This design comes from an exercise in tuning for small area on the open sky130 flow, not from production work. Function was checked by simulation only, so behaviour that the tests miss may differ from the original. Power is estimated from default activity; no workload was simulated.

File: design/flow/config.mk
export PLATFORM = sky130hd
export DESIGN_NAME = ret_core
export DESIGN_NICKNAME = ret_core
export VERILOG_FILES = /design/flow/design.v
export SDC_FILE = /design/flow/constraint.sdc
export NUM_CORES = 4
export LEC_CHECK = 0
export CAP_MARGIN = 20
export CORE_MARGIN = 2
export CORE_UTILIZATION = 40
export SLEW_MARGIN = 20
File: design/flow/constraint.sdc
create_clock -name core_clock -period 5.0 [get_ports {clk}]
set_input_delay 1.0000 -clock core_clock [delete_from_list [all_inputs] [get_ports {clk}]]
set_output_delay 1.0000 -clock core_clock [all_outputs]
set_load 0.01 [all_outputs]
File: design/flow/design.v
`default_nettype none
package cpu_pkg;
    typedef struct packed {
        logic [1:0] x;
        logic [2:0] y;
        logic [2:0] z;
    } opcode_fields_t;
    typedef struct packed {
        logic [1:0] prefix;
        logic [1:0] cc_group;    
        logic       cc_sense;    
        logic [2:0] low;
    } opcode_cond_t;
    typedef union packed {
        opcode_fields_t f;
        opcode_cond_t   c;
    } opcode_u;
    localparam logic [1:0] OP_X_RETCC = 2'd3;
    localparam logic [2:0] OP_Z_RETCC = 3'd0;
    localparam int FLAG_Z  = 0;
    localparam int FLAG_C  = 1;
    localparam int FLAG_PV = 2;
    localparam int FLAG_S  = 3;
    localparam logic [1:0] CC_GROUP_Z  = 2'd0;
    localparam logic [1:0] CC_GROUP_C  = 2'd1;
    localparam logic [1:0] CC_GROUP_PV = 2'd2;
    localparam logic [1:0] CC_GROUP_S  = 2'd3;
    localparam logic [15:0] SP_RESET    = 16'h0100;
    localparam logic [15:0] PC_RESET    = 16'h0000;
    localparam int          STACK_DEPTH = 256;
    localparam int          STACK_AW    = $clog2(STACK_DEPTH);
endpackage
`default_nettype wire
`default_nettype none
package seq_pkg;
    localparam int XPT_W = 4;
    localparam logic [XPT_W-1:0] XPT_IDLE  = 4'd0;
    localparam logic [XPT_W-1:0] XPT_FIRST = 4'd4;    
    localparam logic [XPT_W-1:0] XPT_LOW_ADDR  = 4'd5;
    localparam logic [XPT_W-1:0] XPT_LOW_READ  = 4'd6;
    localparam logic [XPT_W-1:0] XPT_LOW_WRITE = 4'd7;
    localparam logic [XPT_W-1:0] XPT_HIGH_ADDR  = 4'd8;
    localparam logic [XPT_W-1:0] XPT_HIGH_READ  = 4'd9;
    localparam logic [XPT_W-1:0] XPT_HIGH_WRITE = 4'd10;
    localparam logic [XPT_W-1:0] XPT_LAST = XPT_HIGH_WRITE;
endpackage
`default_nettype wire
`timescale 1ns/1ps
`default_nettype none
import cpu_pkg::*;
module opcode_latch (
    input  wire          clk,
    input  wire          rst_n,
    input  wire          op_strobe,
    input  wire    [7:0] opcode,
    input  wire    [3:0] flags,
    input  wire          reset_xpt,
    output logic         start,
    output logic         busy,
    output logic   [7:0] held_op,
    output logic   [3:0] held_flags
);
    cpu_pkg::opcode_u op_in;
    logic    is_retcc;
    logic    accept;
    assign op_in = opcode;
    assign is_retcc = (op_in.f.x == OP_X_RETCC) && (op_in.f.z == OP_Z_RETCC);
    assign accept   = op_strobe && !busy && is_retcc;
    always_ff @(posedge clk or negedge rst_n) begin
        if (!rst_n) begin
            start <= 1'b0;
            busy  <= 1'b0;
        end else begin
            start <= accept;
            if (accept) begin
                busy <= 1'b1;
            end else if (reset_xpt) begin
                busy <= 1'b0;  
            end
        end
    end
    always_ff @(posedge clk) begin
        if (accept) begin
            held_op    <= op_in;
            held_flags <= flags;
        end
    end
endmodule
`default_nettype wire
`timescale 1ns/1ps
`default_nettype none
import seq_pkg::*;
module step_sequencer (
    input  wire              clk,
    input  wire              rst_n,
    input  wire              start,
    input  wire              reset_xpt,
    output logic [XPT_W-1:0] xpt,
    output logic             active
);
    logic [XPT_W-1:0] xpt_next;
    logic             active_next;
    always_comb begin
        xpt_next    = xpt;
        active_next = active;
        if (reset_xpt) begin
            xpt_next    = XPT_IDLE;   
            active_next = 1'b0;
        end else if (start) begin
            xpt_next    = XPT_FIRST;
            active_next = 1'b1;
        end else if (active) begin
            xpt_next = xpt + 1'b1;
        end
    end
    always_ff @(posedge clk or negedge rst_n) begin
        if (!rst_n) begin
            xpt    <= XPT_IDLE;
            active <= 1'b0;
        end else begin
            xpt    <= xpt_next;
            active <= active_next;
        end
    end
endmodule
`default_nettype wire
`timescale 1ns/1ps
`default_nettype none
import cpu_pkg::*;
import seq_pkg::*;
module ret_cc_decoder (
    input  wire              active,
    input  wire  [XPT_W-1:0] xpt,
    input  wire        [7:0] held_op_bits,
    input  wire        [3:0] held_flags,
    output logic             reset_xpt,
    output logic             select_sp,
    output logic       [2:0] read_phase,
    output logic             inc_sp,
    output logic             write_pc_low,
    output logic             write_pc_high
);
    logic [XPT_LAST:XPT_FIRST] step;     
    logic                      flag_zc;
    logic                      flag_pvs;
    logic                      flag_sel;
    logic                      cc_true;
    logic                      cancel;
    cpu_pkg::opcode_u                   held_op;
    assign held_op = held_op_bits;
    always_comb begin
        for (int i = XPT_FIRST; i <= XPT_LAST; i++) begin
            step[i] = active && (xpt == XPT_W'(i));
        end
    end
    assign flag_zc = (held_op.c.cc_group[0] == CC_GROUP_C[0]) ?
                     held_flags[FLAG_C] : held_flags[FLAG_Z];
    assign flag_pvs = (held_op.c.cc_group[0] == CC_GROUP_S[0]) ?
                      held_flags[FLAG_S] : held_flags[FLAG_PV];
    assign flag_sel = (held_op.c.cc_group[1] == CC_GROUP_Z[1]) ? flag_zc : flag_pvs;
    assign cc_true = (flag_sel == held_op.c.cc_sense);
    assign cancel  = step[XPT_FIRST] && !cc_true;
    assign reset_xpt = cancel || step[XPT_LAST];    
    assign select_sp = |step[XPT_LAST:XPT_LOW_ADDR];    
    assign read_phase[0] = step[XPT_LOW_ADDR]  || step[XPT_HIGH_ADDR];   
    assign read_phase[1] = step[XPT_LOW_READ]  || step[XPT_HIGH_READ];   
    assign read_phase[2] = step[XPT_LOW_WRITE] || step[XPT_HIGH_WRITE];  
    assign inc_sp = read_phase[2];
    assign write_pc_low  = step[XPT_LOW_WRITE];
    assign write_pc_high = step[XPT_HIGH_WRITE];
endmodule
`default_nettype wire
`timescale 1ns/1ps
`default_nettype none
import cpu_pkg::*;
module pc_sp_unit (
    input  wire         clk,
    input  wire         rst_n,
    input  wire         push_strobe,
    input  wire  [15:0] push_data,
    input  wire         busy,
    input  wire         select_sp,
    input  wire   [2:0] read_phase,
    input  wire         inc_sp,
    input  wire         write_pc_low,
    input  wire         write_pc_high,
    input  wire         reset_xpt,
    output logic [15:0] pc,
    output logic [15:0] sp,
    output logic        done,
    output logic        taken
);
    logic [7:0]          stack_ram [STACK_DEPTH];
    logic [STACK_AW-1:0] rd_addr;
    logic [7:0]          rd_data;
    logic                push_ok;
    logic [STACK_AW-1:0] push_hi_addr;
    logic [STACK_AW-1:0] push_lo_addr;
    assign push_ok      = push_strobe && !busy;
    assign push_hi_addr = sp[STACK_AW-1:0] - STACK_AW'(1);
    assign push_lo_addr = sp[STACK_AW-1:0] - STACK_AW'(2);
    always_ff @(posedge clk) begin
        if (push_ok) begin
            stack_ram[push_hi_addr] <= push_data[15:8];
            stack_ram[push_lo_addr] <= push_data[7:0];
        end
        if (select_sp && read_phase[0]) begin
            rd_addr <= sp[STACK_AW-1:0];     
        end
        if (read_phase[1]) begin
            rd_data <= stack_ram[rd_addr];
        end
    end
    always_ff @(posedge clk or negedge rst_n) begin
        if (!rst_n) begin
            sp <= SP_RESET;
            pc <= PC_RESET;
        end else begin
            if (push_ok) begin
                sp <= sp - 16'd2;
            end else if (inc_sp) begin
                sp <= sp + 16'd1;
            end
            if (write_pc_low) begin
                pc[7:0] <= rd_data;
            end
            if (write_pc_high) begin
                pc[15:8] <= rd_data;
            end
        end
    end
    always_ff @(posedge clk or negedge rst_n) begin
        if (!rst_n) begin
            done  <= 1'b0;
            taken <= 1'b0;
        end else begin
            done  <= reset_xpt;
            taken <= reset_xpt && write_pc_high;
        end
    end
endmodule
`default_nettype wire
`timescale 1ns/1ps
`default_nettype none
import cpu_pkg::*;
import seq_pkg::*;
module ret_core (
    input  wire         clk,
    input  wire         rst_n,
    input  wire         op_strobe,
    input  wire   [7:0] opcode,
    input  wire   [3:0] flags,
    input  wire         push_strobe,
    input  wire  [15:0] push_data,
    output logic [15:0] pc,
    output logic [15:0] sp,
    output logic        busy,
    output logic        done,
    output logic        taken
);
    logic             start;
    logic       [7:0] held_op;
    logic       [3:0] held_flags;
    logic [XPT_W-1:0] xpt;
    logic             active;
    logic             reset_xpt;
    logic             select_sp;
    logic       [2:0] read_phase;
    logic             inc_sp;
    logic             write_pc_low;
    logic             write_pc_high;
    opcode_latch opcode_latch_inst (
        .clk        (clk),
        .rst_n      (rst_n),
        .op_strobe  (op_strobe),
        .opcode     (opcode),
        .flags      (flags),
        .reset_xpt  (reset_xpt),
        .start      (start),
        .busy       (busy),
        .held_op    (held_op),
        .held_flags (held_flags)
    );
    step_sequencer step_sequencer_inst (
        .clk       (clk),
        .rst_n     (rst_n),
        .start     (start),
        .reset_xpt (reset_xpt),
        .xpt       (xpt),
        .active    (active)
    );
    ret_cc_decoder ret_cc_decoder_inst (
        .active        (active),
        .xpt           (xpt),
        .held_op_bits  (held_op),
        .held_flags    (held_flags),
        .reset_xpt     (reset_xpt),
        .select_sp     (select_sp),
        .read_phase    (read_phase),
        .inc_sp        (inc_sp),
        .write_pc_low  (write_pc_low),
        .write_pc_high (write_pc_high)
    );
    pc_sp_unit pc_sp_unit_inst (
        .clk           (clk),
        .rst_n         (rst_n),
        .push_strobe   (push_strobe),
        .push_data     (push_data),
        .busy          (busy),
        .select_sp     (select_sp),
        .read_phase    (read_phase),
        .inc_sp        (inc_sp),
        .write_pc_low  (write_pc_low),
        .write_pc_high (write_pc_high),
        .reset_xpt     (reset_xpt),
        .pc            (pc),
        .sp            (sp),
        .done          (done),
        .taken         (taken)
    );
endmodule
`default_nettype wire
File: design/flow/run.sh
#!/bin/bash
# synth_recipe.tcl (not shown) runs the flow's synth.tcl, then flattens the netlist and writes it again
# the make line also repeats each setting of config.mk as NAME=value (left out here)
make -C /OpenROAD-flow-scripts/flow DESIGN_CONFIG=/design/flow/config.mk WORK_HOME=/design/flow/orfs CLKGATE_MAP_FILE= SYNTH_SCRIPT=/design/flow/synth_recipe.tcl finish
==> results of run 1 <==
==> path summary, 6_finish.rpt <==
check | from | to | slack, ps | cells past startpoint
setup / recovery | pc_sp_unit_inst.rd_addr[2] | pc_sp_unit_inst.rd_data[0] | 400 | 8
setup reg to reg | pc_sp_unit_inst.rd_addr[2] | pc_sp_unit_inst.rd_data[0] | 400 | 8
hold / removal | rst_n | step_sequencer_inst.xpt[2] | 240 | 2
max in group asynchronous | rst_n | pc_sp_unit_inst.sp[0] | 4290 | 2
hold reg to reg | pc_sp_unit_inst.rd_data[6] | pc_sp_unit_inst.pc[14] | 470 | 2
min in group core_clock | pc_sp_unit_inst.rd_data[6] | pc_sp_unit_inst.pc[14] | 470 | 2
==> flip-flops by register name, indices dropped and copies added, names as in the netlist <==
name and flops:
opcode_latch_inst.busy 1, opcode_latch_inst.held_flags 4, opcode_latch_inst.held_op 3, opcode_latch_inst.start 1
pc_sp_unit_inst.done 1, pc_sp_unit_inst.pc 16, pc_sp_unit_inst.rd_addr 8, pc_sp_unit_inst.rd_data 8
pc_sp_unit_inst.sp 16, pc_sp_unit_inst.stack_ram 2048, pc_sp_unit_inst.taken 1, step_sequencer_inst.active 1
step_sequencer_inst.xpt 4
==> layout by cell type (no fill, tap or decap), drive strengths merged, types with 8 or more instances in the layout <==
cell type	netlist	routed
clkbuf	608	296
inv	10	16
mux2i	126	126
o221ai	24	24
nor2	194	194
clkinv	2	110
bufinv	0	14
o22ai	148	148
diode	0	15
dfrtp	40	40
and3	8	8
nand3	54	54
clkdlybuf4s50	0	49
mux2	2068	2068
a22oi	146	146
o21ai	170	170
a211oi	30	30
a21oi	89	89
xor2	14	14
nand2	245	245
xnor2	24	24
nor4	23	23
ha	13	13
mux4	451	451
a22o	16	16
nand2b	13	13
and2	15	15
o211ai	9	9
a21boi	9	9
a31oi	12	12
nor3	42	42
nor2b	23	23
edfxtp	2071	2071
a221oi	8	8
buf	153	486
==> power groups by stage <==
stage | sequential [mW] | clock (mW) | combinational, mW
5_1_grt | 19.4 | 17.5 | 1.91
3_3_place_gp | 19.8 | 0 | 1.74
2_1_floorplan | 19.8 | 0 | 1.15
4_1_cts | 19.4 | 16.9 | 1.80
6_report | 19.4 | 16.7 | 1.83
3_5_place_dp | 19.8 | 0 | 1.79
==> metal layers <==
metal  vias up  GRT usage [%]  wire length, um
met5         -              0              107
li1      27700              -                -
met2      4098           40.9           173000
met4        16           11.3            17400
met3       718           5.78            38400
met1     36200           36.3           150000
==> through the flow <==
stage / hold WS (ps) / power (mW)
3_5_place_dp: 463 / 21.6
3_3_place_gp: 463 / 21.5
4_1_cts: 210 / 38.1
2_1_floorplan: 436 / 21.0
5_1_grt: 271 / 38.9
6_report: 238 / 38.0
==> cell families after synthesis <==
group | count (synthesis) | synth area share, %
buffers and inverters | 773 | 2.88
multiplexers | 2645 | 31.6
adder cells (fa/ha/maj) | 13 | 0.148
XOR/XNOR | 38 | 0.303
AO/OA/AOI/OAI | 698 | 4.11
flip-flops | 2112 | 57.5
AND/OR/NAND/NOR | 656 | 3.52
==> synthesized netlist by cell type, drive strengths merged (15+ instances only) <==
cell type	instances	area, um2
a211oi	30	253
a21oi	89	445
a22o	16	140
a22oi	146	1100
and2	15	93.8
buf	153	840
clkbuf	608	2280
dfrtp	40	1000
edfxtp	2071	62200
mux2	2068	23300
mux2i	126	1260
mux4	451	10200
nand2	245	1160
nand3	54	285
nor2	194	1360
nor2b	23	144
nor3	42	245
nor4	23	150
o21ai	170	851
o221ai	24	210
o22ai	148	926
xnor2	24	210
==> worst max-delay path, cell delays in order, from the launching register on <==
cell and delay [ps]:
edfxtp_1 980, nor2b_4 1000, buf_4 490, a22oi_1 210, nand2_1 180, o21ai_0 230
a31oi_1 650, nor4b_1 410, buf_4 230
==> final cells by class <==
| class | count | area share, % |
|---|---|---|
| flip-flops and latches | 2112 | 51.1 |
| multi-input cells | 4050 | 35.4 |
| clock buffers | 295 | 4.94 |
| repair buffers | 536 | 3.90 |
| well taps | 3589 | 3.63 |
| clock inverters | 135 | 0.935 |
| inverters | 12 | 0.0364 |
| diodes | 15 | 0.0303 |
==> results.yml, run 1 <==
outcome:
  status: "finished clean"
detailed_routing:
  viasPerCell: 6.40
  final_antenna_net_count: 0
  remaining_drc_errors: 0
  drtPass1Iterations: 5
  first_iter_violations: 9559
  vias: 68700
  wl_per_cell_um: 35.2
  wl_mm: 379
power:
  vdd_drop_max_uv: 324
  internal_power_mw: 29.5
  p_sw_share_pct: 22.4
  pwr-share-comb_pct: 4.8
  p_leak_nw: 39.4
  clock_power_share_pct: 44.0
  netSwitchingPower_mw: 8.51
  seqPwrFrac_pct: 51.2
  power_density_nw_per_um2: 307
die:
  rows: 192
  dieArea_um2: 279000
  core_um2: 274000
  die_x_um: 528
  initial_core_util_pct: 40.2
  die_h_um: 528
  io_pins: 67
global_route:
  grt-ovfl-total: 0
  track_usage_pct: 26.6
  grt_max_degree: 127
  first_global_vias: 67700
  grt_pass1_wl_mm: 533
  antenna_found_initial: 25
layout:
  num-fill-cells: 23700
  fin_cells: 10700
  seqCellArea_um2: 63200
  nNetsFinal: 6987
  finish.utilization_pct: 45.2
  drive_above_1_share_pct: 48.8
  multi_input_area_um2: 43800
  fin_area_um2: 124000
  syn2layout_area_growth_pct: 12.5
logic_synthesis:
  syn_inst: 6935
  avgSynthCellArea_um2: 15.9
  yosysSeqAreaShare_pct: 57.5
  syn-cell-area_um2: 110000
  synthArstFlopShare_pct: 1.94
  synth_edf_count: 2071
  synth_top_flop_cell: "edfxtp_1"
  synth.distinct_cells: 75
  yosys_warnings: 4
  synth_nets: 6980
  ys_seq_elements: 2112
clocking:
  clkTransAtPathRegs_ps: 60
  clk_path_buf_depth: 3
  cts_setup_buffers: 0
  clock-sinks: 2112
  postCtsHoldBufs: 0
  cts_buffers: 230
  htree_levels: 4
  cts_resized: 0
  cts_tree: "yes"
  worstSkewPairLatency_ps: 900
  cts_root_buffer: "clkbuf_16"
placed_design:
  io_buffers: 66
  dpl_cell_area_um2: 116000
  dpl.cell_count: 10300
  dp_hpwl_mm: 239
  place_congestion: 0.934
  pre_cts_ws_ps: 469
timing:
  setup_viol: 0
  hold_viol_final: 0
  rsz0062_at_grt: "no"
  fmax_mhz: 217
  tns_ps: 0
  fin_worst_skew_ps: 48.7
  worst_slack_ps: 396
  relSlewSlack_pct: 13.4
  fin_crit_ps: 4600
  tightest_slew_ps: 1300
  final_max_slew_viol_count: 0
  period_share_pct: 92.1
worst_setup_path:
  worstPathMaxFanout: 24
  cp.arrival_ps: 5350
  crit_path_end_kind: "register"
  criticalPathCategory: "register to register"
  required_ps: 5740
  start_kind: "register"
flow_run:
  cap_viol_max_count: 0
hold_path:
  hold_class: "primary input to async pin"
==> inputs of run 2 (changes only) <==
==> design/flow/design.v (replaced) <==
`default_nettype none
package cpu_pkg;
    typedef struct packed {
        logic [1:0] x;
        logic [2:0] y;
        logic [2:0] z;
    } opcode_fields_t;
    typedef struct packed {
        logic [1:0] prefix;
        logic [1:0] cc_group;    
        logic       cc_sense;    
        logic [2:0] low;
    } opcode_cond_t;
    typedef union packed {
        opcode_fields_t f;
        opcode_cond_t   c;
    } opcode_u;
    localparam logic [1:0] OP_X_RETCC = 2'd3;
    localparam logic [2:0] OP_Z_RETCC = 3'd0;
    localparam int FLAG_Z  = 0;
    localparam int FLAG_C  = 1;
    localparam int FLAG_PV = 2;
    localparam int FLAG_S  = 3;
    localparam logic [1:0] CC_GROUP_Z  = 2'd0;
    localparam logic [1:0] CC_GROUP_C  = 2'd1;
    localparam logic [1:0] CC_GROUP_PV = 2'd2;
    localparam logic [1:0] CC_GROUP_S  = 2'd3;
    localparam logic [15:0] SP_RESET    = 16'h0100;
    localparam logic [15:0] PC_RESET    = 16'h0000;
    localparam int          STACK_DEPTH = 256;
    localparam int          STACK_AW    = $clog2(STACK_DEPTH);
endpackage
`default_nettype wire
`default_nettype none
package seq_pkg;
    localparam int XPT_W = 4;
    localparam logic [XPT_W-1:0] XPT_IDLE  = 4'd0;
    localparam logic [XPT_W-1:0] XPT_FIRST = 4'd4;    
    localparam logic [XPT_W-1:0] XPT_LOW_ADDR  = 4'd5;
    localparam logic [XPT_W-1:0] XPT_LOW_READ  = 4'd6;
    localparam logic [XPT_W-1:0] XPT_LOW_WRITE = 4'd7;
    localparam logic [XPT_W-1:0] XPT_HIGH_ADDR  = 4'd8;
    localparam logic [XPT_W-1:0] XPT_HIGH_READ  = 4'd9;
    localparam logic [XPT_W-1:0] XPT_HIGH_WRITE = 4'd10;
    localparam logic [XPT_W-1:0] XPT_LAST = XPT_HIGH_WRITE;
endpackage
`default_nettype wire
`timescale 1ns/1ps
`default_nettype none
module ret_core (
    input  wire         clk,
    input  wire         rst_n,
    input  wire         op_strobe,
    input  wire   [7:0] opcode,
    input  wire   [3:0] flags,
    input  wire         push_strobe,
    input  wire  [15:0] push_data,
    output logic [15:0] pc,
    output logic [15:0] sp,
    output logic        busy,
    output logic        done,
    output logic        taken
);
    localparam int NW = 128;
    logic [14:0] spw;        
    logic        t;          
    logic  [2:0] c;          
    logic        accept;
    logic        push_ok;
    logic        cc_true;
    logic        end_nt;     
    logic        ld_lo;      
    logic        ld_hi;      
    logic        fin;
    assign accept  = op_strobe && !busy && (opcode[7:6] == 2'b11) && (opcode[2:0] == 3'b000);
    assign push_ok = push_strobe && !busy;
    assign cc_true = (flags[opcode[5:4]] == opcode[3]);
    assign end_nt = busy && !t && (c == 3'd1);
    assign ld_lo  = busy && (c == 3'd4);
    assign ld_hi  = busy && (c == 3'd7);
    assign fin    = end_nt || ld_hi;
    always_ff @(posedge clk or negedge rst_n) begin
        if (!rst_n) begin
            busy <= 1'b0;
            done <= 1'b0;
        end else begin
            done <= fin;
            if (accept) begin
                busy <= 1'b1;
            end else if (fin) begin
                busy <= 1'b0;
            end
        end
    end
    always_ff @(posedge clk) begin
        if (busy && !end_nt) begin
            c <= c + 3'd1;
        end else begin
            c <= 3'd0;
        end
        if (accept) begin
            t <= cc_true;
        end
    end
    assign taken = done && t;
    logic [15:0] rd_word;
    always_ff @(posedge clk or negedge rst_n) begin
        if (!rst_n) begin
            spw <= 15'h0080;
            pc  <= 16'h0000;
        end else begin
            if (push_ok) begin
                spw <= spw - 15'd1;
            end else if (ld_hi) begin
                spw <= spw + 15'd1;
            end
            if (ld_lo) begin
                pc[7:0] <= rd_word[7:0];
            end
            if (ld_hi) begin
                pc[15:8] <= rd_word[15:8];
            end
        end
    end
    assign sp = {spw, busy && c[2] && (c[1] || c[0])};
    logic [NW-1:0]    rsel;
    logic [NW-1:0]    wsel;
    logic [NW*16-1:0] mem;
    always_comb begin
        for (int i = 0; i < NW; i++) begin
            rsel[i] = (spw[6:0] == 7'(i));
        end
        for (int i = 0; i < NW; i++) begin
            wsel[i] = push_ok && rsel[(i + 1) % NW];
        end
    end
    always_ff @(posedge clk) begin
        for (int i = 0; i < NW; i++) begin
            if (wsel[i]) begin
                mem[i*16 +: 16] <= push_data;
            end
        end
    end
    always_comb begin
        rd_word = '0;
        for (int i = 0; i < NW; i++) begin
            rd_word = rd_word | (mem[i*16 +: 16] & {16{rsel[i]}});
        end
    end
endmodule
`default_nettype wire
==> run 2 against run 1 <==
Effect of this change: still clean on timing, DRC and antenna; clock power fell by 3%; cell count decreased by 27%; non-clock buffer count grew 159; combinational power grew to 6.0 times the previous value; critical endpoint is now pc[14]; largest cell class unchanged; largest power group unchanged.
==> results.yml, run 2 <==
detailed_routing:
  wl_mm: 459
  remaining_drc_errors: 0
  first_iter_violations: 14100
  drtPass1Iterations: 8
  final_antenna_net_count: 0
  viasPerCell: 7.46
  wl_per_cell_um: 58.5
  vias: 58500
logic_synthesis:
  yosysSeqAreaShare_pct: 80.5
  synth_edf_count: 2049
  ys_top_cells_by_count: "edfxtp_1 (2049), a22oi_1 (830), nand2_1 (182)"
  ys_seq_elements: 2085
  synth.distinct_cells: 82
  yosys_warnings: 1
  synth.most_common_cell: "edfxtp_1"
  synth_top_area_share_pct: 79.3
  synthArstFlopShare_pct: 1.58
  syn-cell-area_um2: 77600
  synth_nets: 4491
  avgSynthCellArea_um2: 17.5
  synth_area_leaders: "edfxtp_1 (79%), a22oi_1 (8.0%), nor3_1 (1.1%)"
  synth_top_area_cell: "edfxtp_1"
  syn_inst: 4441
  synth_top_flop_cell: "edfxtp_1"
timing:
  tightest_slew_ps: 1400
  final_max_slew_viol_count: 0
  setup_viol: 0
  fmax_mhz: 210
  relSlewSlack_pct: 6.09
  fin_crit_ps: 4770
  holdWs_ps: 280
  period_share_pct: 95.4
  rsz0062_at_grt: "no"
  hold_viol_final: 0
  fin_worst_skew_ps: 34.9
placed_design:
  io_buffers: 66
  dpl.cell_count: 7397
  dp_hpwl_mm: 306
  place_congestion: 1.07
worst_setup_path:
  path_delay_family: "simple AND/OR/NAND/NOR gates"
  worstPathMaxFanout: 31
  start_kind: "register"
  critPathMaxStageDelay_ps: 960
  criticalPathCategory: "register to register"
  critPathBufInv: 2
  cp.arrival_ps: 5560
  slowest_stage: "or4b_1"
  crit_path_end_kind: "register"
  crit_path_cell_trace: "or4b_1 -> nor2_1 -> buf_4 -> a22oi_1 -> nand4_1 -> nor2_1 -> nand4_1 -> buf_4 -> o32a_1"
  required_ps: 5790
flow_run:
  cap_viol_max_count: 0
global_route:
  grt-ovfl-total: 0
  track_usage_pct: 45.8
  antenna_found_initial: 58
  first_global_vias: 50800
  grt_pass1_wl_mm: 571
  grt_max_degree: 129
layout:
  syn2layout_area_growth_pct: 20.8
  drive_above_1_share_pct: 22.8
  fin_cells: 7848
  num-fill-cells: 16200
  multi_input_area_um2: 15000
  final_cell_mix: "edfxtp_1 (2049), a22oi_1 (830), buf_4 (574)"
  top_regs: "mem x2048, pc x16, spw x15"
  seqCellArea_um2: 62400
  largest_reg_flops: 2048
  final_common_cell: "edfxtp_1"
  nNetsFinal: 5142
  top_register: "mem"
die:
  die_x_um: 444
  initial_core_util_pct: 40.3
  rows: 161
  dieArea_um2: 197000
  io_pins: 67
  core_um2: 193000
  die_h_um: 444
clocking:
  htree_levels: 4
  clock-sinks: 2085
  clkTransAtPathRegs_ps: 70
  cts_tree: "yes"
  clk_path_buf_depth: 3
  cts_setup_buffers: 0
  postCtsHoldBufs: 0
  cts_root_buffer: "clkbuf_16"
  cts_resized: 0
  cts_buffers: 216
  worstSkewPairLatency_ps: 920
hold_path:
  hold_class: "primary input to async pin"
outcome:
  status: "finished clean"
power:
  power_density_nw_per_um2: 502
  p_leak_nw: 29.8
  vdd_drop_max_uv: 298
## run 2: metrics by stage
stage	TNS, ps	power [mW]	utilization, %	instance area [um2]	worst slack, ps
final	0	47.1	48.7	93700	232
after global routing	0	47.2	48.6	93600	225
after CTS	0	46.1	48.6	93600	571
after detailed placement	0	30.4	45.0	86700	571
after global placement	-167	30.4	44.9	86400	-13.2
after floorplan	0	23.9	-	77600	1550
## run 2: area by class of cell
cell class / instances / share of cell area, %
tap: 2526 / 3.37
multi-input combinational: 2087 / 16.0
sequential: 2085 / 66.6
clock inverter: 135 / 1.26
inverter: 7 / 0.0280
antenna: 45 / 0.120
timing repair buffer: 695 / 6.54
clock buffer: 268 / 6.07
## run 2: cell families after synthesis
family          after synthesis  share of synthesized area [%]
compound gates             1265                           12.1
xor+xnor                     12                          0.135
mux                          20                          0.289
fa+ha+maj                    18                          0.300
buf+inv                     269                           1.64
flops                      2085                           80.5
simple gates                772                           5.12
## run 2: worst register-to-register path, delay by kind of cell, from the launching register on
family	cells	cell delay [ps]
AND/OR/NAND/NOR	5	2270
flip-flops	1	820
AO/OA/AOI/OAI	2	1070
buffers and inverters	2	520
## run 2: path summary, 6_finish.rpt
check / from / end / slack, ps / depth (start not counted)
max: spw[3] / pc[14] / 230 / 9
max reg2reg: spw[3] / pc[14] / 230 / 9
min in group core_clock: push_data[11] / mem[1403] / 330 / 1
min: rst_n / spw[10] / 280 / 2
max in group asynchronous: rst_n / pc[6] / 4070 / 2
min reg2reg: spw[14] / spw[14] / 480 / 1
## run 2: power by group
part	switching (mW)	internal (mW)	total, mW	leakage, nW
Sequential	0.344	19.6	19.9	18.9
Clock	7.25	8.94	16.2	3.38
Combinational	8.22	2.76	11.0	7.56
## run 2: metal layers
| metal | GRT usage, % | up-vias | wire [um] |
|---|---|---|---|
| li1 | - | 20000 | - |
| met1 | 56.5 | 30000 | 153000 |
| met2 | 61.3 | 6838 | 181000 |
| met3 | 24.0 | 1675 | 83000 |
| met4 | 32.1 | 36 | 41700 |
| met5 | 0.488 | - | 362 |
==> inputs of run 3 (changes only) <==
--- a/design/flow/design.v
+++ b/design/flow/design.v
@@ -142,9 +142,9 @@
         end
     end
     always_comb begin
-        rd_word = '0;
+        rd_word = '1;
         for (int i = 0; i < NW; i++) begin
-            rd_word = rd_word | (mem[i*16 +: 16] & {16{rsel[i]}});
+            rd_word = rd_word & (mem[i*16 +: 16] | {16{!rsel[i]}});
         end
     end
 endmodule
==> design/flow/flow/run.sh (new file) <==
#!/bin/bash
# Layout flow: the standard flow (standard.sh), unchanged except for the
# clock tree: clkbuf_4 leaf buffers on clusters of at most 10 sinks within
# 40 um, and no dummy loads. The clock still reaches every register through
# buffers from the clock port.
set -euo pipefail
export CTS_ARGS="-sink_clustering_enable -repair_clock_nets -sink_clustering_size 10 -sink_clustering_max_diameter 40 -buf_list sky130_fd_sc_hd__clkbuf_4 -dont_use_dummy_load"
bash standard.sh > standard.log 2>&1
==> design/flow/standard.sh (new file) <==
#!/bin/bash
# synth_recipe.tcl (not shown) runs the flow's synth.tcl, then flattens the netlist and writes it again
# the make line also repeats each setting of config.mk as NAME=value (left out here)
make -C /OpenROAD-flow-scripts/flow DESIGN_CONFIG=/design/flow/config.mk WORK_HOME=/design/flow/orfs CLKGATE_MAP_FILE= SYNTH_SCRIPT=/design/flow/synth_recipe.tcl "${@:-finish}"
removed: design/flow/run.sh
==> run 3 against run 2 <==
Effect of this change: the layout now fails its checks (setup timing); first-iteration DRC count fell by 2.6%; count of clock-buffer cells in the layout rose by 46; sequential power barely moved; clock skew rose by 110 ps; via count fell by 0.61%; sequential share of layout area rose by 5.4 points; critical endpoint is now pc[7]; largest power group unchanged.
==> results.yml, run 3 <==
logic_synthesis:
  ys_seq_elements: 2085
  ys_top_cells_by_count: "edfxtp_1 (2049), o22ai_1 (924), nor2_1 (298)"
  yosys_warnings: 1
  syn-cell-area_um2: 76900
  synth_nets: 4543
  avgSynthCellArea_um2: 17.1
  synth.most_common_cell: "edfxtp_1"
  synthArstFlopShare_pct: 1.58
  yosysSeqAreaShare_pct: 81.2
  synth_top_area_share_pct: 80.0
  synth_top_flop_cell: "edfxtp_1"
  synth.distinct_cells: 87
  synth_area_leaders: "edfxtp_1 (80%), o22ai_1 (7.5%), nor2_1 (1.5%)"
  syn_inst: 4493
  synth_top_area_cell: "edfxtp_1"
  synth_edf_count: 2049
detailed_routing:
  final_antenna_net_count: 0
  wl_mm: 417
  vias: 58200
  viasPerCell: 7.60
  drtPass1Iterations: 9
  remaining_drc_errors: 0
  first_iter_violations: 13700
  wl_per_cell_um: 54.5
layout:
  final_common_cell: "edfxtp_1"
  largest_reg_flops: 2048
  top_register: "mem"
  nNetsFinal: 5152
  drive_above_1_share_pct: 20.5
  final_cell_mix: "edfxtp_1 (2049), o22ai_1 (924), buf_4 (439)"
  top_regs: "mem x2048, pc x16, spw x15"
  fin_cells: 7657
  syn2layout_area_growth_pct: 12.8
  fin_area_um2: 86700
clocking:
  clk_path_buf_depth: 4
  cts_buffers: 314
  clock-sinks: 2085
  postCtsHoldBufs: 2
  cts_tree: "yes"
  worstSkewPairLatency_ps: 1460
  cts_root_buffer: "clkbuf_4"
  cts_resized: 0
  htree_levels: 5
  cts_setup_buffers: 0
  clkTransAtPathRegs_ps: 110
power:
  pwr-share-comb_pct: 25.4
  internal_power_mw: 24.8
  vdd_drop_max_uv: 273
  seqPwrFrac_pct: 51.7
  p_sw_share_pct: 35.4
  p_total_mw: 38.4
  power_density_nw_per_um2: 443
  clock_power_share_pct: 22.9
  netSwitchingPower_mw: 13.6
  p_leak_nw: 27.0
timing:
  relSlewSlack_pct: 5.78
  worst_slack_ps: -80.9
  final_max_slew_viol_count: 0
  tightest_slew_ps: 1400
  fmax_mhz: 197
  fin_worst_skew_ps: 144
  hold_viol_final: 0
  setup_viol: 1
  fin_crit_ps: 5080
  period_share_pct: 102
  rsz0062_at_grt: "no"
  holdWs_ps: 144
placed_design:
  dpl.cell_count: 7294
  io_buffers: 66
  dpl_cell_area_um2: 84200
  place_congestion: 1.13
  dp_hpwl_mm: 269
global_route:
  grt-ovfl-total: 0
  antenna_found_initial: 48
  grt_max_degree: 129
  track_usage_pct: 41.6
  grt_pass1_wl_mm: 526
  first_global_vias: 51100
die:
  dieArea_um2: 196000
  io_pins: 67
  die_x_um: 442
  rows: 160
  initial_core_util_pct: 40.3
  core_um2: 191000
  die_h_um: 442
worst_setup_path:
  start_kind: "register"
  required_ps: 6300
  cp.arrival_ps: 6380
  crit_path_cell_trace: "buf_4 -> or3b_2 -> buf_12 -> o22ai_1 -> o21ai_0 -> o2111ai_1 -> nor3_1 -> a32o_1"
  critPathMaxStageDelay_ps: 1190
  crit_path_end_kind: "register"
  criticalPathCategory: "register to register"
  worstPathMaxFanout: 24
  slowest_stage: "nor3_1"
outcome:
  status: "complete, but fails checks"
  so_faults: "setup timing"
hold_path:
  hold_class: "primary input to register"
flow_run:
  cap_viol_max_count: 0
-- run 3: logic make-up after synthesis --
family / Yosys count / synth area share (%)
flip-flops: 2085 / 81.2
AO/OA/AOI/OAI: 1303 / 10.8
AND/OR/NAND/NOR: 793 / 5.32
buffers and inverters: 263 / 1.91
multiplexers: 19 / 0.295
adder cells (fa/ha/maj): 18 / 0.303
XOR/XNOR: 12 / 0.137
-- run 3: area by class of cell --
cell class                 instances  area (um2)
clock buffer                     314        2360
antenna                           46         115
multi-input combinational       2145       13700
inverter                           7        26.3
tap                             2511        3140
timing repair buffer             549        4940
sequential                      2085       62400
fill                           16600      104000
-- run 3: power by group through the flow --
| stage | sequential, mW | clock (mW) | combinational, mW |
|---|---|---|---|
| CTS | 19.8 | 8.63 | 8.99 |
| global placement | 20.2 | 0 | 8.93 |
| global route | 19.9 | 9.28 | 9.36 |
| detailed placement | 20.2 | 0 | 8.97 |
| finish | 19.9 | 8.80 | 9.75 |
| floorplan | 20.1 | 0 | 3.90 |
-- run 3: layer usage --
metal / vias to the layer above / global-route usage, % / wire, um
met5: - / 0.0488 / 309
met4: 38 / 32.3 / 42800
met3: 1979 / 22.2 / 79100
met2: 7361 / 55.4 / 162000
met1: 29000 / 50.0 / 133000
li1: 19800 / - / -
-- run 3: critical path: cells and delay by family, from the launching register on --
kind            cells  cell delay [ps]
flops               1              600
buf+inv             2              760
simple gates        2             1940
compound gates      4             1550
-- run 3: stage by stage --
stage                     setup TNS, ps  worst slack (ps)  util, %
final                             -80.9             -80.9     45.5
after global routing                  0               265     45.4
after CTS                             0               405     45.4
after detailed placement              0               526     44.2
after global placement                0               577     44.1
after floorplan                       0              1840        -
-- run 3: final timing paths --
| kind | from | endpoint | cells past startpoint | slack (ps) |
|---|---|---|---|---|
| min in group asynchronous | rst_n | spw[8] | 3 | 270 |
| max | spw[5] | pc[7] | 8 | -80 |
| min reg2reg | spw[7] | spw[7] | 2 | 500 |
| min | push_data[0] | mem[224] | 1 | 140 |
| max in group asynchronous | rst_n | spw[1] | 3 | 3970 |
| max reg2reg | spw[5] | pc[7] | 8 | -80 |
==> inputs of run 4 (changes only) <==
--- a/design/flow/config.mk
+++ b/design/flow/config.mk
@@ -7,5 +7,5 @@
 export LEC_CHECK = 0
 export CAP_MARGIN = 20
 export CORE_MARGIN = 2
-export CORE_UTILIZATION = 40
+export CORE_UTILIZATION = 55
 export SLEW_MARGIN = 20
==> run 4 against run 3 <==
Effect of this change: now clean on timing, DRC and antenna; setup slack improved by 250 ps; first-iteration DRC count grew 1.4%; sequential power hardly changed; combinational power shrank 2.6%; synthesized area stayed put; fmax grew 5.1%; clock skew shrank 9.3 ps; critical path type unchanged; non-clock buffer count down 15; final area is 1.4% lower; die area shrank 27%; critical endpoint is now pc[5]; clock power down 4.7%.
==> results.yml, run 4 <==
layout:
  top_regs: "mem x2048, pc x16, spw x15"
  final_cell_mix: "edfxtp_1 (2049), o22ai_1 (923), buf_4 (434)"
  fin_area_um2: 85400
  final_common_cell: "edfxtp_1"
  finish.utilization_pct: 61.4
  syn2layout_area_growth_pct: 11.2
  largest_reg_flops: 2048
  fin_cells: 6988
  drive_above_1_share_pct: 19.8
  top_register: "mem"
  nNetsFinal: 5112
placed_design:
  io_buffers: 66
  dpl.cell_count: 6642
  pre_cts_ws_ps: 770
  place_congestion: 1.13
  dp_hpwl_mm: 258
  dpl_cell_area_um2: 83100
worst_setup_path:
  crit_path_cell_trace: "and4b_1 -> nand2_2 -> buf_4 -> o22ai_1 -> nor4_1 -> nand4_1 -> nor4_1 -> a32o_1"
  cp.arrival_ps: 6160
  required_ps: 6320
  reg2reg_from: "spw[0]"
  crit_path_end_kind: "register"
  critPathLaunch: "spw[0]"
  slowest_stage: "nor4_1"
  worstPathMaxFanout: 22
  critPathMaxStageDelay_ps: 1000
  criticalPathCategory: "register to register"
  crit_top_cell: "nor4_1"
  start_kind: "register"
power:
  p_leak_nw: 26.8
  vdd_drop_max_uv: 333
  p_total_mw: 37.8
  power_density_nw_per_um2: 442
global_route:
  grt_max_degree: 129
  track_usage_pct: 56.1
  top_usage_layer: "met2"
  grtUsageMet3_pct: 32.6
  grt-ovfl-total: 0
  grt_pass1_wl_mm: 506
  grt_util_met2_pct: 73.1
  antenna_found_initial: 51
  first_global_vias: 50700
  grtUsageMet1_pct: 65.6
detailed_routing:
  viasPerCell: 8.29
  final_antenna_net_count: 0
  wl_mm: 400
  remaining_drc_errors: 0
  wl_per_cell_um: 57.2
  drtPass1Iterations: 7
  vias: 57900
  first_iter_violations: 13900
die:
  rows: 137
  die_x_um: 378
  initial_core_util_pct: 55.2
  core_um2: 139000
  dieArea_um2: 143000
  die_h_um: 378
  io_pins: 67
clocking:
  cts_setup_buffers: 0
  cts_tree: "yes"
  worstSkewPairLatency_ps: 1410
  clock-sinks: 2085
  postCtsHoldBufs: 1
  clkTransAtPathRegs_ps: 110
  cts_buffers: 289
  cts_resized: 0
  clk_path_buf_depth: 4
  cts_root_buffer: "clkbuf_4"
  htree_levels: 5
outcome:
  status: "finished clean"
timing:
  holdWs_ps: 173
  tightest_slew_ps: 1310
  setup_viol: 0
  fin_crit_ps: 4830
  relSlewSlack_pct: 12.0
  worst_slack_ps: 167
  rsz0062_at_grt: "no"
  tns_ps: 0
  period_share_pct: 96.7
  fmax_mhz: 207
  final_max_slew_viol_count: 0
  fin_worst_skew_ps: 135
  hold_viol_final: 0
logic_synthesis:
  synth.most_common_cell: "edfxtp_1"
  synth_edf_count: 2049
  synth_nets: 4543
  yosysSeqAreaShare_pct: 81.2
  avgSynthCellArea_um2: 17.1
  syn_inst: 4493
  synth_area_leaders: "edfxtp_1 (80%), o22ai_1 (7.5%), nor2_1 (1.5%)"
  ys_top_cells_by_count: "edfxtp_1 (2049), o22ai_1 (924), nor2_1 (298)"
  synthArstFlopShare_pct: 1.58
  synth_top_area_share_pct: 80.0
  syn-cell-area_um2: 76900
  synth_top_area_cell: "edfxtp_1"
  synth.distinct_cells: 87
  ys_seq_elements: 2085
  synth_top_flop_cell: "edfxtp_1"
  yosys_warnings: 1
hold_path:
  hold_class: "primary input to register"
  worstHoldStart: "push_data[8]"
flow_run:
  cap_viol_max_count: 0
run 4: cell counts after synthesis:
No cell type changed its count.
run 4: final timing paths:
| check | cells past startpoint | slack, ps | to |
|---|---|---|---|
| setup / recovery | 8 | 170 | pc[5] |
| hold / removal | 1 | 170 | mem[136] |
| setup reg to reg | 8 | 170 | pc[5] |
| hold reg to reg | 2 | 520 | spw[7] |
| max in group asynchronous | 3 | 4080 | spw[3] |
| min in group asynchronous | 3 | 280 | spw[0] |
run 4: area by class of cell:
cell class / count / area (um2)
Antenna cell: 52 / 130
Clock buffer: 289 / 2170
Fill cell: 10500 / 53700
Inverter: 7 / 26.3
Multi-Input combinational cell: 2145 / 13600
Sequential cell: 2085 / 62400
Tap cell: 1876 / 2350
Timing Repair Buffer: 534 / 4710
run 4: logic make-up after synthesis:
group                    after synthesis  synth area share [%]
buffers and inverters                263                  1.91
multiplexers                          19                 0.295
AND/OR/NAND/NOR                      793                  5.32
adder cells (fa/ha/maj)               18                 0.303
XOR/XNOR                              12                 0.137
flip-flops                          2085                  81.2
AO/OA/AOI/OAI                       1303                  10.8
run 4: worst max-delay path: cells and delay by family (launching register included):
| family | cells | cell delay, ps |
|---|---|---|
| and+or+nand+nor | 5 | 3390 |
| DFF | 1 | 730 |
| AOI/OAI and AO/OA | 2 | 330 |
| buffers and inverters | 1 | 300 |
run 4: metal layers:
layer  vias to the layer above  share of wire, %
met1                     28600                30
met3                      2172                19
li1                      19800                 -
met5                         -              0.13
met4                        34                12
met2                      7347                39
run 4: report_power, final:
group | internal [mW] | leakage, nW | switching, mW
sequential | 19.5 | 18.9 | 0.363
combinational | 2.32 | 6.56 | 7.19
clock | 2.67 | 1.33 | 5.72
==> inputs of run 5 (changes only) <==
==> design/flow/flow/run.sh (replaced) <==
#!/bin/bash
# Layout flow: the standard flow (standard.sh), unchanged except for the
# clock tree: clkbuf_4 leaf buffers on clusters of at most 10 sinks within
# 40 um, and no dummy loads. The clock still reaches every register through
# buffers from the clock port. After global routing, gates on paths with
# positive slack are downsized (ORFS RECOVER_POWER).
set -euo pipefail
export CTS_ARGS="-sink_clustering_enable -repair_clock_nets -sink_clustering_size 10 -sink_clustering_max_diameter 40 -buf_list sky130_fd_sc_hd__clkbuf_4 -dont_use_dummy_load"
export RECOVER_POWER=100
bash standard.sh > standard.log 2>&1
--- a/design/flow/config.mk
+++ b/design/flow/config.mk
@@ -8,4 +8,5 @@
 export CAP_MARGIN = 20
 export CORE_MARGIN = 2
 export CORE_UTILIZATION = 55
+export SETUP_SLACK_MARGIN = 0.2
 export SLEW_MARGIN = 20
==> run 5 against run 4 <==
Effect of this change: largest power group unchanged; clock skew about the same; combinational power decreased by 2.3%; via count decreased by 0.26%; setup slack got worse by 490 ps; sequential cell count unchanged; global-route usage unchanged; highest routed layer unchanged; now fails the layout checks on capacitance limit, slew limit, setup timing; cell count about the same; sequential power about the same; count of clock-buffer cells in the layout unchanged; synthesized area unchanged; register-to-register slack got worse by 490 ps.
==> results.yml, run 5 <==
clocking:
  cts_resized: 0
  postCtsHoldBufs: 1
  cts_buffers: 289
  cts_root_buffer: "clkbuf_4"
  cts_setup_buffers: 0
  clkTransAtPathRegs_ps: 90
  clk_path_buf_depth: 4
  cts_tree: "yes"
  htree_levels: 5
  worstSkewPairLatency_ps: 1410
  clock-sinks: 2085
global_route:
  antenna_found_initial: 52
  grt-ovfl-total: 0
  track_usage_pct: 56.1
  grt_max_degree: 129
  grt_pass1_wl_mm: 506
  first_global_vias: 50700
die:
  rows: 137
  die_x_um: 378
  initial_core_util_pct: 55.2
  core_um2: 139000
  die_h_um: 378
  io_pins: 67
  dieArea_um2: 143000
detailed_routing:
  viasPerCell: 8.28
  wl_mm: 399
  first_iter_violations: 13100
  final_antenna_net_count: 0
  remaining_drc_errors: 0
  wl_per_cell_um: 57.2
  drtPass1Iterations: 6
  vias: 57800
layout:
  final_common_cell: "edfxtp_1"
  largest_reg_flops: 2048
  nNetsFinal: 5112
  top_register: "mem"
  final_cell_mix: "edfxtp_1 (2049), o22ai_1 (923), clkbuf_4 (292)"
  drive_above_1_share_pct: 15.5
  top_regs: "mem x2048, pc x16, spw x15"
  syn2layout_area_growth_pct: 9.48
  fin_cells: 6982
  num-fill-cells: 10800
hold_path:
  hold_class: "primary input to register"
timing:
  fin_crit_ps: 5320
  holdWs_ps: 428
  tightest_slew_ps: 4920
  setup_viol: 49
  rsz0062_at_grt: "no"
  hold_viol_final: 0
  worst_slack_ps: -324
  period_share_pct: 106
  fin_worst_skew_ps: 135
  final_max_slew_viol_count: 2089
  relSlewSlack_pct: -228
  fmax_mhz: 188
power:
  power_density_nw_per_um2: 447
  vdd_drop_max_uv: 328
  p_leak_nw: 26.3
logic_synthesis:
  synth_area_leaders: "edfxtp_1 (80%), o22ai_1 (7.5%), nor2_1 (1.5%)"
  syn_inst: 4493
  synth_nets: 4543
  yosys_warnings: 1
  synth_edf_count: 2049
  yosysSeqAreaShare_pct: 81.2
  synth_top_area_share_pct: 80.0
  synth.distinct_cells: 87
  avgSynthCellArea_um2: 17.1
  synth_top_flop_cell: "edfxtp_1"
  synth_top_area_cell: "edfxtp_1"
  ys_top_cells_by_count: "edfxtp_1 (2049), o22ai_1 (924), nor2_1 (298)"
  synth.most_common_cell: "edfxtp_1"
  ys_seq_elements: 2085
  syn-cell-area_um2: 76900
  synthArstFlopShare_pct: 1.58
outcome:
  so_faults: "capacitance limit, slew limit, setup timing"
  status: "complete, but fails checks"
worst_setup_path:
  worstPathMaxFanout: 21
  criticalPathCategory: "register to register"
  required_ps: 6000
  cp.arrival_ps: 6330
  crit_path_end_kind: "register"
  start_kind: "register"
  reg2reg_slack_ps: -320
placed_design:
  dp_hpwl_mm: 258
  place_congestion: 1.13
  dpl.cell_count: 6642
  io_buffers: 66
flow_run:
  cap_viol_max_count: 59
==> run 5: changes by cell type in the layout (fill, tap and decap cells not counted), moves of 9 or more <==
cell	change
clkbuf_2	+101
clkbuf_1	+103
clkdlybuf4s50_1	-33
buf_4	-189
buf_12	-19
nor2_4	-10
nor3_2	-9
nor2_2	-83
nor3_1	+9
dlygate4sd3_1	+33
nor2_1	+93
==> run 5: routing by layer <==
layer | wire length (um) | track usage (%) | up-vias
met5 | 507 | 1.78 | -
met4 | 46300 | 48.1 | 44
met3 | 76900 | 32.6 | 2129
met2 | 155000 | 73.1 | 7369
met1 | 121000 | 65.6 | 28500
li1 | - | - | 19700
==> run 5: critical path: stages (launching register included) <==
cell	delay (ps)
dfrtp_2	810
and3b_1	1230
nand2_1	1120
nor2_1	1280
buf_4	470
==> run 5: layout make-up <==
cell class / count / area, um2 / area share, %
tap: 1876 / 2350 / 2.79
sequential: 2085 / 62400 / 74.2
inverter: 7 / 26.3 / 0.0312
timing repair buffer: 534 / 3830 / 4.55
clock buffer: 289 / 2170 / 2.58
antenna: 46 / 115 / 0.137
multi-input combinational: 2145 / 13200 / 15.7
==> run 5: per-stage QoR <==
step	power [mW]	util (%)	worst slack (ps)	TNS, ps	cell area [um2]
CTS	36.7	61.3	704	0	85300
global placement	28.9	59.7	800	0	83100
detailed placement	28.9	59.7	770	0	83100
floorplan	24.0	-	1840	0	76900
global route	37.7	60.4	238	0	84100
finish	37.6	60.5	-324	-6160	84200
==> run 5: logic make-up (layout without fill, tap and decap cells) <==
group                    Yosys count  after routing  share of synthesized area [%]
AND/OR/NAND/NOR                  793            793                           5.32
other                              0             46                              0
adder cells (fa/ha/maj)           18             18                          0.303
buffers and inverters            263            830                           1.91
AO/OA/AOI/OAI                   1303           1303                           10.8
multiplexers                      19             19                          0.295
XOR/XNOR                          12             12                          0.137
flip-flops                      2085           2085                           81.2
==> run 5: path summary, 6_finish.rpt <==
check,start,endpoint,cells after the start
setup reg to reg,spw[6],mem[1751],4
max in group asynchronous,rst_n,spw[4],3
hold / removal,opcode[3],t,2
hold reg to reg,spw[14],spw[14],1
min in group asynchronous,rst_n,spw[0],3
setup / recovery,spw[6],mem[1751],4
==> run 5: power by group <==
group | switching [mW] | leakage, nW | internal (mW) | total (mW)
combinational | 7.09 | 6.06 | 2.19 | 9.28
sequential | 0.354 | 18.9 | 19.6 | 19.9
clock | 5.73 | 1.33 | 2.67 | 8.40
==> inputs of run 6 (changes only) <==
--- a/design/flow/config.mk
+++ b/design/flow/config.mk
@@ -8,5 +8,4 @@
 export CAP_MARGIN = 20
 export CORE_MARGIN = 2
 export CORE_UTILIZATION = 55
-export SETUP_SLACK_MARGIN = 0.2
 export SLEW_MARGIN = 20
==> run 6 against run 5 <==
Effect of this change: the layout still fails its checks (capacitance limit, slew limit, setup timing); power unchanged; die area unchanged; synthesized area unchanged; clock skew unchanged; register-to-register slack about the same; combinational power about the same; cell count unchanged; sequential share of layout area unchanged; count of clock-buffer cells in the layout unchanged.
==> results.yml, run 6 <==
placed_design:
  io_buffers: 66
  place_congestion: 1.13
  pre_cts_ws_ps: 770
  dp_hpwl_mm: 258
  dpl_cell_area_um2: 83100
  dpl.cell_count: 6642
detailed_routing:
  drtPass1Iterations: 6
  vias: 57800
  remaining_drc_errors: 0
  first_iter_violations: 13100
  final_antenna_net_count: 0
  wl_mm: 399
  wl_per_cell_um: 57.2
  viasPerCell: 8.28
power:
  vdd_drop_max_uv: 328
  netSwitchingPower_mw: 13.2
  internal_power_mw: 24.4
  clock_power_share_pct: 22.3
  power_density_nw_per_um2: 447
  p_leak_nw: 26.3
  pwr-share-comb_pct: 24.7
  seqPwrFrac_pct: 53.0
  p_sw_share_pct: 35.0
worst_setup_path:
  path_delay_family: "simple AND/OR/NAND/NOR gates"
  worstPathMaxFanout: 21
  critPathMaxStageDelay_ps: 1280
  crit_path_cell_trace: "and3b_1 -> nand2_1 -> nor2_1 -> buf_4"
  slowest_stage: "nor2_1"
  start_kind: "register"
  crit_path_end_kind: "register"
  r2r-end: "mem[1751]"
  criticalPathCategory: "register to register"
  reg2reg_slack_ps: -320
  critPathBufInv: 1
  required_ps: 6000
  reg2reg_depth: 4
  reg2reg_from: "spw[6]"
  cp.arrival_ps: 6330
logic_synthesis:
  synth_top_area_cell: "edfxtp_1"
  synth_area_leaders: "edfxtp_1 (80%), o22ai_1 (7.5%), nor2_1 (1.5%)"
  synth_edf_count: 2049
  ys_top_cells_by_count: "edfxtp_1 (2049), o22ai_1 (924), nor2_1 (298)"
  synthArstFlopShare_pct: 1.58
  synth_nets: 4543
  ys_seq_elements: 2085
  syn_inst: 4493
  yosys_warnings: 1
  synth.distinct_cells: 87
  synth.most_common_cell: "edfxtp_1"
  avgSynthCellArea_um2: 17.1
  synth_top_area_share_pct: 80.0
  yosysSeqAreaShare_pct: 81.2
  syn-cell-area_um2: 76900
  synth_top_flop_cell: "edfxtp_1"
layout:
  final_cell_mix: "edfxtp_1 (2049), o22ai_1 (923), clkbuf_4 (292)"
  drive_above_1_share_pct: 15.5
  fin_cells: 6982
  seqCellArea_um2: 62400
  top_register: "mem"
  syn2layout_area_growth_pct: 9.48
  nNetsFinal: 5112
  fin_area_um2: 84200
  top_regs: "mem x2048, pc x16, spw x15"
  largest_reg_flops: 2048
  num-fill-cells: 10800
  final_common_cell: "edfxtp_1"
  multi_input_area_um2: 13200
timing:
  relSlewSlack_pct: -228
  worst_slack_ps: -324
  period_share_pct: 106
  rsz0062_at_grt: "no"
  hold_viol_final: 0
  holdWs_ps: 428
  final_max_slew_viol_count: 2089
  setup_viol: 49
  fin_crit_ps: 5320
  tightest_slew_ps: 4920
  fmax_mhz: 188
  fin_worst_skew_ps: 135
global_route:
  antenna_found_initial: 52
  grt_max_degree: 129
  grt_pass1_wl_mm: 506
  first_global_vias: 50700
  track_usage_pct: 56.1
  grt-ovfl-total: 0
die:
  core_um2: 139000
  initial_core_util_pct: 55.2
  dieArea_um2: 143000
  io_pins: 67
  rows: 137
  die_x_um: 378
  die_h_um: 378
clocking:
  cts_root_buffer: "clkbuf_4"
  cts_buffers: 289
  cts_tree: "yes"
  cts_resized: 0
  clk_path_buf_depth: 4
  clkTransAtPathRegs_ps: 90
  clock-sinks: 2085
  worstSkewPairLatency_ps: 1410
  htree_levels: 5
outcome:
  so_faults: "capacitance limit, slew limit, setup timing"
  status: "complete, but fails checks"
hold_path:
  hold_end: "t"
  worstHoldStart: "opcode[3]"
  hold_class: "primary input to register"
  min_path_cells: 2
flow_run:
  cap_viol_max_count: 59
-- run 6: final cells by class --
class	count	area share, %
clock buffer	289	2.58
sequential	2085	74.2
inverter	7	0.0312
timing repair buffer	534	4.55
tap	1876	2.79
antenna	46	0.137
multi-input combinational	2145	15.7
-- run 6: cells by family after synthesis --
kind of cell | synth area share, %
adder cells (fa/ha/maj) | 0.303
multiplexers | 0.295
buffers and inverters | 1.91
AND/OR/NAND/NOR | 5.32
AO/OA/AOI/OAI | 10.8
flip-flops | 81.2
XOR/XNOR | 0.137
-- run 6: worst reg2reg max path: cells and delay by family, from the launching register on --
kind	cells	cell delay [ps]
buf+inv	1	470
flops	1	810
simple gates	3	3690
-- run 6: per-layer routing --
| metal | part of all wire (%) | wire length [um] | up-vias | GRT usage, % |
|---|---|---|---|---|
| li1 | - | - | 19700 | - |
| met3 | 19 | 76900 | 2129 | 32.6 |
| met4 | 12 | 46300 | 44 | 48.1 |
| met2 | 39 | 155000 | 7369 | 73.1 |
| met1 | 30 | 121000 | 28500 | 65.6 |
| met5 | 0.13 | 507 | - | 1.78 |
-- run 6: how the worst max path moves through the flow --
stage                     end  cells past startpoint    from
global placement        pc[7]                      8  spw[1]
global route         mem[261]                      7  spw[3]
CTS                     sp[1]                      3  spw[0]
detailed placement      pc[7]                      8  spw[1]
finish              mem[1751]                      4  spw[6]
floorplan           mem[1136]                      7  spw[3]
-- run 6: power groups by stage --
stage	logic (mW)	registers, mW	clock network, mW
after floorplan	3.90	20.1	0
final	9.28	19.9	8.40
after global routing	8.87	20.0	8.83
after detailed placement	8.62	20.3	0
after CTS	8.64	19.9	8.20
after global placement	8.63	20.3	0
-- run 6: through the flow --
stage                     total power [mW]  TNS, ps  util, %
after global routing                  37.7        0     60.4
after detailed placement              28.9        0     59.7
after floorplan                       24.0        0        -
after global placement                28.9        0     59.7
after CTS                             36.7        0     61.3
final                                 37.6    -6160     60.5
-- run 6: what timing repair did --
| item | in CTS | in global routing |
|---|---|---|
| hold buffers | 1 | 0 |
| hold endpoints to repair | 32 | 0 |
| buffers inserted | 0 | 0 |
==> inputs of run 7 (changes only) <==
==> design/flow/flow/run.sh (replaced) <==
#!/bin/bash
# Layout flow: the standard flow (standard.sh), unchanged except for the
# clock tree: clkbuf_4 leaf buffers on clusters of at most 8 sinks within
# 35 um, and no dummy loads. The clock still reaches every register through
# buffers from the clock port.
set -euo pipefail
export CTS_ARGS="-sink_clustering_enable -repair_clock_nets -sink_clustering_size 8 -sink_clustering_max_diameter 35 -buf_list sky130_fd_sc_hd__clkbuf_4 -dont_use_dummy_load"
bash standard.sh > standard.log 2>&1
==> run 7 against run 6 <==
Effect of this change: die area stayed put; fails the layout checks on setup timing; largest power group unchanged; clock power grew about 10%; synthesized area did not move; cell count rose by 1.0%; via count is 0.41% higher; first-iteration DRC count grew 2.9%; combinational power increased by 2.2%; final area rose by 2.1%; critical path depth rose by 4; sequential cell count unchanged; critical path type unchanged; sequential power about the same.
==> results.yml, run 7 <==
clocking:
  htree_levels: 5
  cts_setup_buffers: 0
  cts_tree: "yes"
  clkTransAtPathRegs_ps: 100
  clock-sinks: 2085
  cts_root_buffer: "clkbuf_4"
  cts_buffers: 363
  clk_path_buf_depth: 4
  cts_resized: 0
  worstSkewPairLatency_ps: 1430
timing:
  worst_slack_ps: -45.5
  fin_crit_ps: 5050
  tightest_slew_ps: 1410
  period_share_pct: 101
  rsz0062_at_grt: "no"
  fin_worst_skew_ps: 102
  final_max_slew_viol_count: 0
  fmax_mhz: 198
  hold_viol_final: 0
  relSlewSlack_pct: 6.19
  setup_viol: 2
  tns_ps: -51.6
die:
  io_pins: 67
  initial_core_util_pct: 55.2
  die_x_um: 378
  core_um2: 139000
  rows: 137
  dieArea_um2: 143000
  die_h_um: 378
placed_design:
  pre_cts_ws_ps: 770
  dp_hpwl_mm: 258
  dpl.cell_count: 6642
  place_congestion: 1.13
  io_buffers: 66
power:
  power_density_nw_per_um2: 449
  vdd_drop_max_uv: 331
  p_leak_nw: 27.1
worst_setup_path:
  start_kind: "register"
  reg2reg_depth: 8
  crit_path_end_kind: "register"
  critPathMaxStageDelay_ps: 960
  criticalPathCategory: "register to register"
  r2r-end: "pc[5]"
  cp.arrival_ps: 6390
  reg2reg_from: "spw[0]"
  slowest_stage: "nor4_1"
  required_ps: 6350
  worstPathMaxFanout: 22
  reg2reg_slack_ps: -50
  crit_end: "pc[5]"
  crit_top_cell: "nor4_1"
  critPathLaunch: "spw[0]"
  crit_path_cell_trace: "and4b_1 -> nand2_2 -> buf_4 -> o22ai_1 -> nor4_1 -> nand4_1 -> nor4_1 -> a32o_1"
detailed_routing:
  vias: 58000
  first_iter_violations: 13500
  drtPass1Iterations: 9
  final_antenna_net_count: 0
  viasPerCell: 8.23
  wl_mm: 400
  remaining_drc_errors: 0
  wl_per_cell_um: 56.6
global_route:
  track_usage_pct: 56.0
  grt-ovfl-total: 0
  antenna_found_initial: 42
  first_global_vias: 51300
  grt_max_degree: 129
  grt_pass1_wl_mm: 505
layout:
  top_register: "mem"
  final_cell_mix: "edfxtp_1 (2049), o22ai_1 (924), buf_4 (433)"
  nNetsFinal: 5184
  final_common_cell: "edfxtp_1"
  top_regs: "mem x2048, pc x16, spw x15"
  drive_above_1_share_pct: 20.9
  fin_cells: 7054
  largest_reg_flops: 2048
  syn2layout_area_growth_pct: 11.8
logic_synthesis:
  syn-cell-area_um2: 76900
  ys_top_cells_by_count: "edfxtp_1 (2049), o22ai_1 (924), nor2_1 (298)"
  ys_seq_elements: 2085
  syn_inst: 4493
  synth.most_common_cell: "edfxtp_1"
  synth_top_area_cell: "edfxtp_1"
  synth_edf_count: 2049
  synth.distinct_cells: 87
  synth_nets: 4543
  yosysSeqAreaShare_pct: 81.2
  synth_top_flop_cell: "edfxtp_1"
  avgSynthCellArea_um2: 17.1
  synth_top_area_share_pct: 80.0
  synthArstFlopShare_pct: 1.58
  yosys_warnings: 1
  synth_area_leaders: "edfxtp_1 (80%), o22ai_1 (7.5%), nor2_1 (1.5%)"
flow_run:
  cap_viol_max_count: 0
outcome:
  so_faults: "setup timing"
  status: "complete, but fails checks"
hold_path:
  hold_class: "primary input to register"
[run 7: cell counts after synthesis]
No cell type changed its count.
[run 7: metrics by stage]
step	util [%]	area, um2	power, mW	hold WS, ps
floorplan	-	76900	24.0	491
CTS	61.7	85800	37.6	125
finish	61.8	86000	38.6	163
global placement	59.7	83100	28.9	496
detailed placement	59.7	83100	28.9	497
global route	61.7	85900	38.7	126
[run 7: routing by layer]
metal,track usage [%],wire length [um]
met5,3.53,791
met4,48.7,45800
met3,31.8,76600
met2,72.9,155000
met1,65.4,122000
[run 7: worst min-delay path by stage]
stage,depth (start not counted),endpoint,slack [ps],start
after floorplan,2,spw[7],490,spw[7]
after global placement,2,spw[7],500,spw[7]
after detailed placement,1,spw[14],500,spw[14]
after CTS,1,mem[1128],120,push_data[8]
after global routing,1,mem[2008],130,push_data[8]
final,1,mem[232],160,push_data[8]
[run 7: critical path: cells and delay by family, from the launching register on]
family / cells / cell delay (ps)
DFF: 1 / 720
AOI/OAI and AO/OA: 2 / 330
buffers and inverters: 1 / 290
and+or+nand+nor: 5 / 3620
[run 7: area by class of cell]
class | instances | area, um2
diodes | 46 | 115
inverters | 7 | 26.3
fillers | 10500 | 53200
well taps | 1876 | 2350
repair buffers | 532 | 4690
multi-input cells | 2145 | 13600
clock buffers | 363 | 2730
flip-flops and latches | 2085 | 62400
[run 7: timing repair]
item	4_1_cts	5_1_grt
hold buffers	1	0
endpoints found under the setup margin	0	0
hold endpoints to repair	32	0
[run 7: cell families after synthesis]
kind of cell,Yosys count,share of synthesized area (%)
AO/OA/AOI/OAI,1303,10.8
XOR/XNOR,12,0.137
adder cells (fa/ha/maj),18,0.303
flip-flops,2085,81.2
buffers and inverters,263,1.91
AND/OR/NAND/NOR,793,5.32
multiplexers,19,0.295
[run 7: where the power goes]
part / internal [mW] / total [mW] / switching (mW)
registers: 19.5 / 19.9 / 0.365
clock network: 3.32 / 9.24 / 5.93
logic: 2.32 / 9.48 / 7.17
total: 25.2 / 38.6 / 13.5

==> port drivers added, routing unchanged <==
How much do the figures lean on ideal ports? The routed layouts below were timed once more, with nothing changed but the port constraints.
Step 1 sets driving cells, clkbuf_16 on the clock port and buf_2 on the other inputs (assumed; they add their load-dependent delay and slew).
Step 2 also shifts input and output timing later by t, the mid clock arrival at the registers, as if the neighbouring blocks saw the same clock.
Slacks: ideal / step 1 / step 2; pairs: ideal / step 1.
| run | t, ns | slack for setup (ns) | worst hold slack (ns) | worst setup path at the end |
|---|---|---|---|---|
| run 1 | 0.974 | 0.396 / 0.396 / 0.396 | 0.238 / 0.177 / 0.470 | register to register |
| run 2 | 0.993 | 0.232 / 0.232 / 0.232 | 0.280 / 0.200 / 0.483 | register to register |
| run 3 | 1.494 | -0.081 / -0.081 / -0.081 | 0.144 / 0.084 / 0.504 | register to register |
| run 4 | 1.429 | 0.167 / 0.167 / 0.167 | 0.173 / 0.110 / 0.517 | register to register |
| run 5 | 1.424 | -0.324 / -0.324 / -1.173 | 0.428 / 0.377 / 0.512 | input to register |
| run 6 | 1.424 | -0.324 / -0.324 / -1.173 | 0.428 / 0.377 / 0.512 | input to register |
| run 7 | 1.462 | -0.045 / -0.045 / -0.045 | 0.163 / 0.099 / 0.515 | register to register |
